Background: an optimization exercise with open tools, aiming at small area. Do not read the settings as production practice.
The RTL was checked by simulation tests, not by an equivalence proof against the original design.

## flow/run.sh

```bash
#!/bin/bash
# synth_recipe.tcl (not shown) runs the flow's synth.tcl, then flattens the netlist and writes it again
# the make line also repeats each setting of config.mk as NAME=value (left out here)
make -C /OpenROAD-flow-scripts/flow DESIGN_CONFIG=/design/flow/config.mk WORK_HOME=/design/flow/orfs CLKGATE_MAP_FILE= SYNTH_SCRIPT=/design/flow/synth_recipe.tcl finish
```

## flow/config.mk

```make
export PLATFORM = sky130hd
export DESIGN_NAME = bicubic_column
export DESIGN_NICKNAME = bicubic_column
export VERILOG_FILES = /design/flow/design.v
export SDC_FILE = /design/flow/constraint.sdc
export NUM_CORES = 4
export LEC_CHECK = 0
export CAP_MARGIN = 20
export CORE_MARGIN = 2
export CORE_UTILIZATION = 40
export SLEW_MARGIN = 20
```

## flow/constraint.sdc

```tcl
create_clock -name core_clock -period 11.0 [get_ports {CLK}]
set_input_delay 2.2000 -clock core_clock [delete_from_list [all_inputs] [get_ports {CLK}]]
set_output_delay 2.2000 -clock core_clock [all_outputs]
set_load 0.01 [all_outputs]
```

## flow/design.v

```verilog
`default_nettype none
package scaler_pkg;
    localparam int IMG_W      = 100;
    localparam int ROW_W      = 7;    
    localparam int ADDR_W     = 14;
    localparam int TABLE_ROW  = 101;  
    localparam int RESULT_COL = 1;
    localparam int CREDITS    = 2;    
    localparam int DIV_CYCLES = 8;    
    localparam int SPAN_W     = 6;    
    typedef enum logic [1:0] {
        REQ_TABLE = 2'd0,
        REQ_WB    = 2'd1,
        REQ_FETCH = 2'd2
    } sram_req_t;
endpackage
`default_nettype wire
`default_nettype none
package cubic_pkg;
    localparam int PIX_W  = 8;
    localparam int FRAC_W = 8;    
    typedef logic [PIX_W-1:0]  pixel_t;
    typedef logic [FRAC_W-1:0] frac_t;
    localparam int COEF_W      = 12;   
    localparam int ACC_W       = 36;   
    localparam int ROUND_SHIFT = 25;   
endpackage
`default_nettype wire
`timescale 1ns/1ps
`default_nettype none
import scaler_pkg::*;
import cubic_pkg::*;
module frac_divider (
    input  wire                          CLK,
    input  wire                          RST,
    input  wire                          div_start_i,
    input  wire [scaler_pkg::SPAN_W-1:0] dividend_i,
    input  wire [scaler_pkg::SPAN_W-1:0] divisor_i,
    output cubic_pkg::frac_t             quotient_o,
    output logic                         div_done_o
);
    localparam int CNT_W = $clog2(DIV_CYCLES);
    logic [SPAN_W:0]  rem_q;     
    logic [SPAN_W:0]  rem_src;
    logic [SPAN_W:0]  rem_shl;
    logic             fits;
    logic [CNT_W-1:0] cnt_q;
    logic             busy_q;
    cubic_pkg::frac_t            quot_q;
    assign rem_src = div_start_i ? {1'b0, dividend_i} : rem_q;
    assign rem_shl = {rem_src[SPAN_W-1:0], 1'b0};
    assign fits    = rem_shl >= {1'b0, divisor_i};
    always_ff @(posedge CLK) begin
        if (RST) begin
            busy_q     <= 1'b0;
            cnt_q      <= '0;
            div_done_o <= 1'b0;
        end else begin
            div_done_o <= 1'b0;
            if (div_start_i) begin
                busy_q <= 1'b1;
                cnt_q  <= CNT_W'(DIV_CYCLES - 1);
            end else if (busy_q) begin
                cnt_q <= cnt_q - 1'b1;
                if (cnt_q == CNT_W'(1)) begin   
                    busy_q     <= 1'b0;
                    div_done_o <= 1'b1;
                end
            end
        end
    end
    always_ff @(posedge CLK) begin
        if (div_start_i || busy_q) begin
            rem_q  <= fits ? rem_shl - {1'b0, divisor_i} : rem_shl;
            quot_q <= {quot_q[FRAC_W-2:0], fits};
        end
    end
    assign quotient_o = quot_q;
endmodule
`default_nettype wire
`timescale 1ns/1ps
`default_nettype none
import scaler_pkg::*;
module frac_table_builder (
    input  wire                           CLK,
    input  wire                           RST,
    input  wire [scaler_pkg::SPAN_W-1:0]  th_i,
    output logic                          div_start_o,
    output logic [scaler_pkg::SPAN_W-1:0] dividend_o,
    input  wire cubic_pkg::frac_t         quotient_i,
    input  wire                           div_done_i,
    output logic                          req_o,
    output logic [scaler_pkg::ADDR_W-1:0] addr_o,
    output cubic_pkg::frac_t              wdata_o,
    input  wire                           grant_i,
    output logic                          table_done_o
);
    typedef enum logic [1:0] {
        ST_START,
        ST_WAIT,
        ST_WRITE,
        ST_DONE
    } state_t;
    state_t            state_q;
    logic [SPAN_W-1:0] k_q;      
    logic              last_k;
    assign last_k = (k_q == th_i - SPAN_W'(2));
    always_ff @(posedge CLK) begin
        if (RST) begin
            state_q <= ST_START;
            k_q     <= '0;
        end else begin
            case (state_q)
                ST_START: state_q <= ST_WAIT;
                ST_WAIT: begin
                    if (div_done_i) state_q <= ST_WRITE;
                end
                ST_WRITE: begin
                    if (grant_i && last_k) begin
                        state_q <= ST_DONE;
                    end else if (grant_i) begin
                        k_q     <= k_q + 1'b1;
                        state_q <= ST_START;
                    end
                end
                default: state_q <= ST_DONE;   
            endcase
        end
    end
    assign div_start_o  = (state_q == ST_START);
    assign dividend_o   = k_q;   
    assign req_o        = (state_q == ST_WRITE);
    assign addr_o       = {ROW_W'(TABLE_ROW), ROW_W'(k_q)};
    assign wdata_o      = quotient_i;   
    assign table_done_o = (state_q == ST_DONE);
endmodule
`default_nettype wire
`timescale 1ns/1ps
`default_nettype none
import scaler_pkg::*;
module sram_arbiter (
    input  wire                           CLK,
    input  wire                           RST,
    input  wire                           tb_req_i,
    input  wire [scaler_pkg::ADDR_W-1:0]  tb_addr_i,
    input  wire                           tb_we_i,
    input  wire cubic_pkg::pixel_t        tb_wdata_i,
    output logic                          tb_grant_o,
    input  wire                           wb_req_i,
    input  wire [scaler_pkg::ADDR_W-1:0]  wb_addr_i,
    input  wire                           wb_we_i,
    input  wire cubic_pkg::pixel_t        wb_wdata_i,
    output logic                          wb_grant_o,
    input  wire                           fe_req_i,
    input  wire [scaler_pkg::ADDR_W-1:0]  fe_addr_i,
    input  wire                           fe_we_i,
    input  wire cubic_pkg::pixel_t        fe_wdata_i,
    output logic                          fe_grant_o,
    output logic                          sram_cen_o,
    output logic                          sram_wen_o,
    output logic [scaler_pkg::ADDR_W-1:0] sram_addr_o,
    output cubic_pkg::pixel_t             sram_wdata_o,
    output logic                          rdata_valid_o
);
    scaler_pkg::sram_req_t sel;
    logic      any_req;
    logic      sel_we;
    always_comb begin
        sel = REQ_FETCH;
        if (tb_req_i) begin
            sel = REQ_TABLE;
        end else if (wb_req_i) begin
            sel = REQ_WB;
        end
    end
    assign any_req    = tb_req_i | wb_req_i | fe_req_i;
    assign tb_grant_o = tb_req_i;   
    assign wb_grant_o = (sel == REQ_WB);
    assign fe_grant_o = fe_req_i && (sel == REQ_FETCH);
    always_comb begin
        case (sel)
            REQ_TABLE: begin
                sram_addr_o  = tb_addr_i;
                sel_we       = tb_we_i;
                sram_wdata_o = tb_wdata_i;
            end
            REQ_WB: begin
                sram_addr_o  = wb_addr_i;
                sel_we       = wb_we_i;
                sram_wdata_o = wb_wdata_i;
            end
            default: begin
                sram_addr_o  = fe_addr_i;
                sel_we       = fe_we_i;
                sram_wdata_o = fe_wdata_i;
            end
        endcase
    end
    assign sram_cen_o = !any_req;              
    assign sram_wen_o = !(any_req && sel_we);  
    always_ff @(posedge CLK) begin
        if (RST) rdata_valid_o <= 1'b0;
        else     rdata_valid_o <= any_req && !sel_we;
    end
endmodule
`default_nettype wire
`timescale 1ns/1ps
`default_nettype none
import scaler_pkg::*;
import cubic_pkg::*;
module column_fetcher (
    input  wire                           CLK,
    input  wire                           RST,
    input  wire                           table_done_i,
    input  wire [scaler_pkg::ROW_W-1:0]   v0_i,
    input  wire [scaler_pkg::ROW_W-1:0]   h0_i,
    input  wire [scaler_pkg::SPAN_W-1:0]  sh_i,
    input  wire [scaler_pkg::SPAN_W-1:0]  th_i,
    output logic                          req_o,
    output logic [scaler_pkg::ADDR_W-1:0] addr_o,
    input  wire                           grant_i,
    input  wire                           rdata_valid_i,
    input  wire cubic_pkg::frac_t         sram_rdata_i,
    output logic [scaler_pkg::ADDR_W-1:0] rom_addr_o,
    input  wire cubic_pkg::pixel_t        rom_data_i,
    output logic                          sample_valid_o,
    output cubic_pkg::pixel_t             p0_o,
    output cubic_pkg::pixel_t             p1_o,
    output cubic_pkg::pixel_t             p2_o,
    output cubic_pkg::pixel_t             p3_o,
    output cubic_pkg::frac_t              frac_o,
    input  wire                           credit_return_i,
    output logic                          fetch_done_o
);
    localparam int CRED_W = $clog2(CREDITS + 1);
    typedef enum logic [2:0] {
        ST_WAIT,
        ST_TREQ,
        ST_TDATA,
        ST_ROM,
        ST_SEND,
        ST_DONE
    } state_t;
    state_t            state_q;
    logic [ROW_W-1:0]  quot_q;
    logic [ROW_W-1:0]  rem_q;     
    logic [ROW_W-1:0]  rem_sum;
    logic [ROW_W-1:0]  th_m1;
    logic [ROW_W-1:0]  rom_row;
    logic [SPAN_W-1:0] row_q;     
    logic [CRED_W-1:0] credit_q;
    logic [2:0]        phase_q;
    cubic_pkg::pixel_t            gather_q [4];
    cubic_pkg::frac_t             frac_q;
    assign th_m1   = ROW_W'(th_i) - 1'b1;
    assign rem_sum = rem_q + ROW_W'(sh_i) - 1'b1;
    assign rom_row = v0_i + quot_q + ROW_W'(phase_q[1:0]) - 1'b1;
    always_ff @(posedge CLK) begin
        if (RST) begin
            state_q <= ST_WAIT;
            quot_q  <= '0;
            rem_q   <= '0;
            row_q   <= '0;
            phase_q <= '0;
        end else begin
            case (state_q)
                ST_WAIT: begin
                    if (table_done_i && credit_q != '0) state_q <= ST_TREQ;
                end
                ST_TREQ: begin
                    if (grant_i) state_q <= ST_TDATA;
                end
                ST_TDATA: begin
                    if (rdata_valid_i) begin
                        state_q <= ST_ROM;
                        phase_q <= '0;
                    end
                end
                ST_ROM: begin
                    phase_q <= phase_q + 1'b1;
                    if (phase_q == 3'd4) state_q <= ST_SEND;
                end
                ST_SEND: begin
                    if (rem_sum >= th_m1) begin   
                        rem_q  <= rem_sum - th_m1;
                        quot_q <= quot_q + 1'b1;
                    end else begin
                        rem_q <= rem_sum;
                    end
                    row_q   <= row_q + 1'b1;
                    state_q <= (row_q == th_i - 1'b1) ? ST_DONE : ST_WAIT;
                end
                default: state_q <= ST_DONE;
            endcase
        end
    end
    always_ff @(posedge CLK) begin
        if (state_q == ST_TDATA && rdata_valid_i) frac_q <= sram_rdata_i;
        if (state_q == ST_ROM && phase_q != 3'd0) begin
            gather_q[0] <= gather_q[1];
            gather_q[1] <= gather_q[2];
            gather_q[2] <= gather_q[3];
            gather_q[3] <= rom_data_i;   
        end
    end
    always_ff @(posedge CLK) begin
        if (RST) begin
            credit_q <= CRED_W'(CREDITS);
        end else if (sample_valid_o && !credit_return_i) begin
            credit_q <= credit_q - 1'b1;
        end else if (credit_return_i && !sample_valid_o) begin
            credit_q <= credit_q + 1'b1;
        end
    end
    assign req_o          = (state_q == ST_TREQ);
    assign addr_o         = {ROW_W'(TABLE_ROW), rem_q};
    assign rom_addr_o     = ADDR_W'(rom_row) * ADDR_W'(IMG_W) + ADDR_W'(h0_i);
    assign sample_valid_o = (state_q == ST_SEND);
    assign p0_o           = gather_q[0];
    assign p1_o           = gather_q[1];
    assign p2_o           = gather_q[2];
    assign p3_o           = gather_q[3];
    assign frac_o         = frac_q;
    assign fetch_done_o   = (state_q == ST_DONE);
endmodule
`default_nettype wire
`timescale 1ns/1ps
`default_nettype none
import scaler_pkg::*;
import cubic_pkg::*;
module cubic_engine (
    input  wire                           CLK,
    input  wire                           RST,
    input  wire [scaler_pkg::SPAN_W-1:0]  th_i,
    input  wire                           sample_valid_i,
    input  wire cubic_pkg::pixel_t        p0_i,
    input  wire cubic_pkg::pixel_t        p1_i,
    input  wire cubic_pkg::pixel_t        p2_i,
    input  wire cubic_pkg::pixel_t        p3_i,
    input  wire cubic_pkg::frac_t         frac_i,
    output logic                          req_o,
    output logic [scaler_pkg::ADDR_W-1:0] addr_o,
    output cubic_pkg::pixel_t             wdata_o,
    input  wire                           grant_i,
    output logic                          credit_return_o,
    output logic                          last_write_o
);
    typedef logic signed [COEF_W-1:0] coef_t;
    typedef logic signed [ACC_W-1:0]  acc_t;
    coef_t            x0, x1, x2, x3;   
    coef_t            a1_q, b1_q, c1_q, d1_q, c2_q, d2_q, d3_q;
    cubic_pkg::frac_t            f1_q, f2_q, f3_q;
    acc_t             h2_q, h3_q, s, rnd;
    logic             v1_q, v2_q, v3_q;
    logic [ROW_W-1:0] in_row_q, row1_q, row2_q, row3_q;
    cubic_pkg::pixel_t           res;
    cubic_pkg::pixel_t           buf_pix [2];
    logic [ROW_W-1:0] buf_row [2];
    logic             wr_ptr_q, rd_ptr_q;
    logic [1:0]       count_q;
    assign x0 = coef_t'(p0_i);
    assign x1 = coef_t'(p1_i);
    assign x2 = coef_t'(p2_i);
    assign x3 = coef_t'(p3_i);
    assign s   = h3_q * acc_t'(f3_q) + (acc_t'(d3_q) <<< 24);
    assign rnd = (s + (acc_t'(1) <<< (ROUND_SHIFT - 1))) >>> ROUND_SHIFT;
    always_comb begin
        if (rnd < 0)                          res = '0;
        else if (rnd > acc_t'(2**PIX_W - 1))  res = '1;
        else                                  res = rnd[PIX_W-1:0];
    end
    always_ff @(posedge CLK) begin
        a1_q <= x3 - x0 + 3 * (x1 - x2);   
        b1_q <= 2 * x0 - 5 * x1 + 4 * x2 - x3;
        c1_q <= x2 - x0;
        d1_q <= 2 * x1;
        f1_q <= frac_i;
        row1_q <= in_row_q;
        h2_q <= acc_t'(a1_q) * acc_t'(f1_q) + (acc_t'(b1_q) <<< 8);   
        c2_q <= c1_q;
        d2_q <= d1_q;
        f2_q <= f1_q;
        row2_q <= row1_q;
        h3_q <= h2_q * acc_t'(f2_q) + (acc_t'(c2_q) <<< 16);
        d3_q <= d2_q;
        f3_q <= f2_q;
        row3_q <= row2_q;
        if (v3_q) begin
            buf_pix[wr_ptr_q] <= res;
            buf_row[wr_ptr_q] <= row3_q;
        end
    end
    always_ff @(posedge CLK) begin
        if (RST) begin
            {v1_q, v2_q, v3_q} <= 3'b000;
            in_row_q <= '0;
            wr_ptr_q <= 1'b0;
            rd_ptr_q <= 1'b0;
            count_q  <= '0;
        end else begin
            {v1_q, v2_q, v3_q} <= {sample_valid_i, v1_q, v2_q};
            if (sample_valid_i) in_row_q <= in_row_q + 1'b1;
            if (v3_q) wr_ptr_q <= ~wr_ptr_q;
            if (grant_i) rd_ptr_q <= ~rd_ptr_q;
            count_q <= count_q + {1'b0, v3_q} - {1'b0, grant_i};
        end
    end
    assign req_o           = (count_q != '0);
    assign addr_o          = {buf_row[rd_ptr_q], ROW_W'(RESULT_COL)};
    assign wdata_o         = buf_pix[rd_ptr_q];
    assign credit_return_o = grant_i;   
    assign last_write_o    = grant_i && buf_row[rd_ptr_q] == ROW_W'(th_i) - 1'b1;
endmodule
`default_nettype wire
`timescale 1ns/1ps
`default_nettype none
import scaler_pkg::*;
import cubic_pkg::*;
module bicubic_column (
    input  wire                           CLK,
    input  wire                           RST,
    input  wire [scaler_pkg::ROW_W-1:0]   v0_i,
    input  wire [scaler_pkg::ROW_W-1:0]   h0_i,
    input  wire [scaler_pkg::SPAN_W-1:0]  sh_i,
    input  wire [scaler_pkg::SPAN_W-1:0]  th_i,
    output logic [scaler_pkg::ADDR_W-1:0] rom_addr_o,
    input  wire cubic_pkg::pixel_t        rom_data_i,
    output logic                          sram_cen_o,
    output logic                          sram_wen_o,
    output logic [scaler_pkg::ADDR_W-1:0] sram_addr_o,
    output cubic_pkg::pixel_t             sram_wdata_o,
    input  wire cubic_pkg::pixel_t        sram_rdata_i,
    output logic                          done_o
);
    logic              div_start, div_done, table_done;
    logic [SPAN_W-1:0] dividend;
    cubic_pkg::frac_t             div_quot, tb_wdata, frac;
    logic              tb_req, tb_grant, wb_req, wb_grant, fe_req, fe_grant;
    logic [ADDR_W-1:0] tb_addr, wb_addr, fe_addr;
    cubic_pkg::pixel_t            wb_wdata, p0, p1, p2, p3;
    logic              rdata_valid, sample_valid, credit_return, last_write, fetch_done;
    frac_divider u_div (
        .CLK(CLK), .RST(RST), .div_start_i(div_start), .dividend_i(dividend),
        .divisor_i(th_i - SPAN_W'(1)), .quotient_o(div_quot), .div_done_o(div_done)
    );
    frac_table_builder u_table (
        .CLK(CLK), .RST(RST), .th_i(th_i), .div_start_o(div_start), .dividend_o(dividend),
        .quotient_i(div_quot), .div_done_i(div_done), .req_o(tb_req), .addr_o(tb_addr),
        .wdata_o(tb_wdata), .grant_i(tb_grant), .table_done_o(table_done)
    );
    sram_arbiter u_arb (
        .CLK(CLK), .RST(RST),
        .tb_req_i(tb_req), .tb_addr_i(tb_addr), .tb_we_i(1'b1), .tb_wdata_i(tb_wdata),
        .tb_grant_o(tb_grant),
        .wb_req_i(wb_req), .wb_addr_i(wb_addr), .wb_we_i(1'b1), .wb_wdata_i(wb_wdata),
        .wb_grant_o(wb_grant),
        .fe_req_i(fe_req), .fe_addr_i(fe_addr), .fe_we_i(1'b0), .fe_wdata_i('0),
        .fe_grant_o(fe_grant),
        .sram_cen_o(sram_cen_o), .sram_wen_o(sram_wen_o), .sram_addr_o(sram_addr_o),
        .sram_wdata_o(sram_wdata_o), .rdata_valid_o(rdata_valid)
    );
    column_fetcher u_fetch (
        .CLK(CLK), .RST(RST), .table_done_i(table_done), .v0_i(v0_i), .h0_i(h0_i),
        .sh_i(sh_i), .th_i(th_i), .req_o(fe_req), .addr_o(fe_addr), .grant_i(fe_grant),
        .rdata_valid_i(rdata_valid), .sram_rdata_i(sram_rdata_i), .rom_addr_o(rom_addr_o),
        .rom_data_i(rom_data_i), .sample_valid_o(sample_valid), .p0_o(p0), .p1_o(p1),
        .p2_o(p2), .p3_o(p3), .frac_o(frac), .credit_return_i(credit_return),
        .fetch_done_o(fetch_done)
    );
    cubic_engine u_engine (
        .CLK(CLK), .RST(RST), .th_i(th_i), .sample_valid_i(sample_valid),
        .p0_i(p0), .p1_i(p1), .p2_i(p2), .p3_i(p3), .frac_i(frac),
        .req_o(wb_req), .addr_o(wb_addr), .wdata_o(wb_wdata), .grant_i(wb_grant),
        .credit_return_o(credit_return), .last_write_o(last_write)
    );
    always_ff @(posedge CLK) begin
        if (RST) begin
            done_o <= 1'b0;
        end else if (last_write && fetch_done) begin
            done_o <= 1'b1;
        end
    end
endmodule
`default_nettype wire
```

==> summary.txt <==
-- sequential cells by signal, indices dropped and copies added (netlist names), 9 cells and up, named ones only --
name              flops
u_fetch.gather_q     32
u_engine.b1_q        12
u_engine.buf_row     14
u_engine.h2_q        36
u_engine.c2_q         9
u_engine.buf_pix     16
u_engine.h3_q        36
u_engine.c1_q         9
u_engine.a1_q        12
-- through the flow --
step,util,setup WS (ns),hold slack [ns],instance area (um^2)
finish,0.445,1.07,0.323,37300
floorplan,-,2.33,0.310,34000
global placement,0.430,1.02,0.310,36000
global route,0.445,0.684,0.325,37300
detailed placement,0.430,0.987,0.312,36000
CTS,0.445,0.995,0.314,37300
-- cells by family after synthesis --
family          Yosys count  synth area share
mux                      31           0.00936
fa+ha+maj               832             0.417
buf+inv                 824            0.0913
xor+xnor                214            0.0552
compound gates          368            0.0711
simple gates            925             0.140
flops                   325             0.216
-- worst paths after layout --
path | slack (ns) | start | endpoint
max reg2reg | 4.01 | u_engine.f1_q[0] | u_engine.h2_q[28]
max | 1.07 | v0_i[1] | rom_addr_o[13]
min reg2reg | 0.32 | u_engine.row2_q[1] | u_engine.row3_q[1]
min | 0.32 | u_engine.row2_q[1] | u_engine.row3_q[1]
-- metal layers --
| layer | track usage | vias up | part of all wire |
|---|---|---|---|
| met4 | 0.0275 | 0 | 0.010 |
| li1 | - | 11000 | - |
| met1 | 0.243 | 11100 | 0.48 |
| met5 | 0 | - | 0 |
| met3 | 0.0166 | 41 | 0.029 |
| met2 | 0.302 | 260 | 0.48 |
-- cell type report --
cell class	instances	area, um^2
fillers	8197	46500
multi-input cells	2370	23500
flip-flops and latches	325	7350
inverters	740	2780
well taps	1134	1420
clock buffers	46	1010
repair buffers	99	933
clock inverters	20	293
-- cell usage in the layout, fill, tap and decap left out, types with 21 or more instances in the layout --
cell	count
xnor2_1	149
a21o_1	56
nand2_1	320
buf_4	21
inv_1	738
nor2b_1	23
edfxtp_1	84
and2_1	377
a21oi_1	116
nor2_1	87
xor2_1	65
o21bai_1	34
ha_1	333
clkdlybuf4s50_1	77
dfxtp_1	241
clkbuf_16	37
mux2i_1	25
fa_1	499
nand3_1	24
o21ai_0	60
==> key figures <==
Run status
  • Outcome: complete, no violations

Detailed routing
  • First-pass DRT Iterations: 7
  • Detailed-route DRC error count: 0
  • Post-DRT Antenna Nets: 0
  • Iteration-0 DRC Markers: roughly 900
  • DR vias: 22300
  • Via/cell ratio: 4.72
  • Drt wl/cell: 15.2 um
  • Final WL: 71.8 mm

Logic synthesis
  • Sequential share of the synthesized area: 0.216
  • Synthesized area per cell: 9.65 um^2
  • Post-synth top cells: inv_1 (738), fa_1 (499), and2_1 (377), ha_1 (333), nand2_1 (320)
  • Unique masters post-synth: 74
  • Syn Nets: 4395
  • #FFs+latches synth: around 330
  • Synth Flop Type: dfxtp_1
  • Post-synth top area share: 0.294
  • Synth area leaders: fa_1 (29%), dfxtp_1 (14%), ha_1 (12%)
  • Area leader, netlist: fa_1
  • Synth Warn #: 7
  • Async set-reset flop share out of synthesis: 0
  • Count leader, synth: inv_1
  • Post-synth EDFFs: 84
  • Area of the mapped netlist: 34000 um^2
  • Syn Inst Count: 3519

STA
  • Setup violators final: 0
  • RSZ-0062 raised after global routing: false
  • Worst-Margin Slew: 1.06 ns
  • Slew Viols, Final: 0
  • Fmax: 101 MHz
  • Final worst-path cycle share: 0.903
  • Final TNS setup: 0 ns
  • Final hold viol count: 0
  • Clk_skew: 0.0210 ns
  • Post-route minimum period: 9.93 ns
  • Worst slew margin: 0.292

Floorplanning
  • Die height: 295 um
  • Core area: between 80000 and 90000 um^2
  • DIE AREA: 87300 um^2
  • Ports: between 80 and 90
  • Initial Util: 0.405
  • Row count: 106
  • Die X: between 200 and 300 um

Global routing
  • Largest net degree at the start of global routing: 54
  • GRT Resource Usage Total: 0.175
  • Antenna violations before repair: 1
  • Overflow after GRT: 0
  • Number of global-route vias before repair: roughly 24000
  • First-pass GRT wire length: between 100 and 150 mm

Placement
  • Dpl cells: 4668
  • PortBufs: 78
  • Hpwl dp: about 58 mm
  • RePlAce Congestion: 0.823

Clock network
  • Number of buffers created by CTS: 36
  • Post-CTS Setup Bufs: 0
  • Clk buf depth: 3
  • Post-cts repair resize count: 0
  • CTS H-tree lvls: 2
  • Clk latency of the worst-skew pair: 0.56 ns
  • CTS Sinks: 325
  • CTS clk-pin slew, worst paths: 0.06 ns
  • Cts hold-fix bufs: 0
  • CTS tree: done
  • CTS Root Cell: clkbuf_16

Worst setup path
  • Buf+Inv Stages, Crit Path: 4
  • Critical path depth: 20
  • Crit path top cell by count: ha_1
  • Setup CP Type: primary input to output pin
  • CP peak stage delay: 0.57 ns
  • CP Cell Sequence: clkdlybuf4s50_1 > inv_1 > ha_1 > inv_1 > fa_1 > ha_1 > fa_1 > xor2_1 > ha_1 > ha_1 > fa_1 > ha_1 > a21oi_1 > o21bai_1 > xor2_1 > nor3b_1 > nand3_1 > xnor2_1 > xnor2_1 > clkdlybuf4s50_1
  • Slowest-stage cell, CP: clkdlybuf4s50_1
  • Worst setup EP type: output pin
  • Worst Path Required: 8.80 ns
  • Worst r2r path cells: 21
  • Worst EP arrival: 7.73 ns
  • Cell family with most CP delay: adder cells
  • Critical Path Start Type: primary input
  • Worst Path Max Fanout: 3

Finish
  • Layout cells sized above 1: 0.0297
  • # diodes: 0
  • Fin cells: around 4700
  • Area growth from synthesis to final layout: 9.85%
  • Post-layout nets: 4448

Flow run
  • Number of max-cap violations: 0

Min path
  • Min-Delay Path Class: flop to flop
  • WHS Path Cells: 0

-- port drivers added, routing unchanged --
How much do the figures lean on ideal ports? The routed layout below was timed once more, with nothing changed but the port constraints. Step 1: set_driving_cell puts a clkbuf_16 on CLK and a buf_2 on each other input, an assumption about the parent block. Step 2 also shifts input and output timing later by t, the mid clock arrival at the registers, as if the neighbouring blocks saw the same clock. Three values: ideal ports, drivers, drivers and shift; two values: the first two.
shift t [ns]: 0.614
slack for setup (ns): 1.065 / 1.042 / 1.042
latest minus earliest clock arrival (ns): 0.021 / 0.022
After both steps this run still meets setup and hold. For this run, drivers alone change the setup slack by -0.023 ns; drivers and shift together by -0.023 ns.
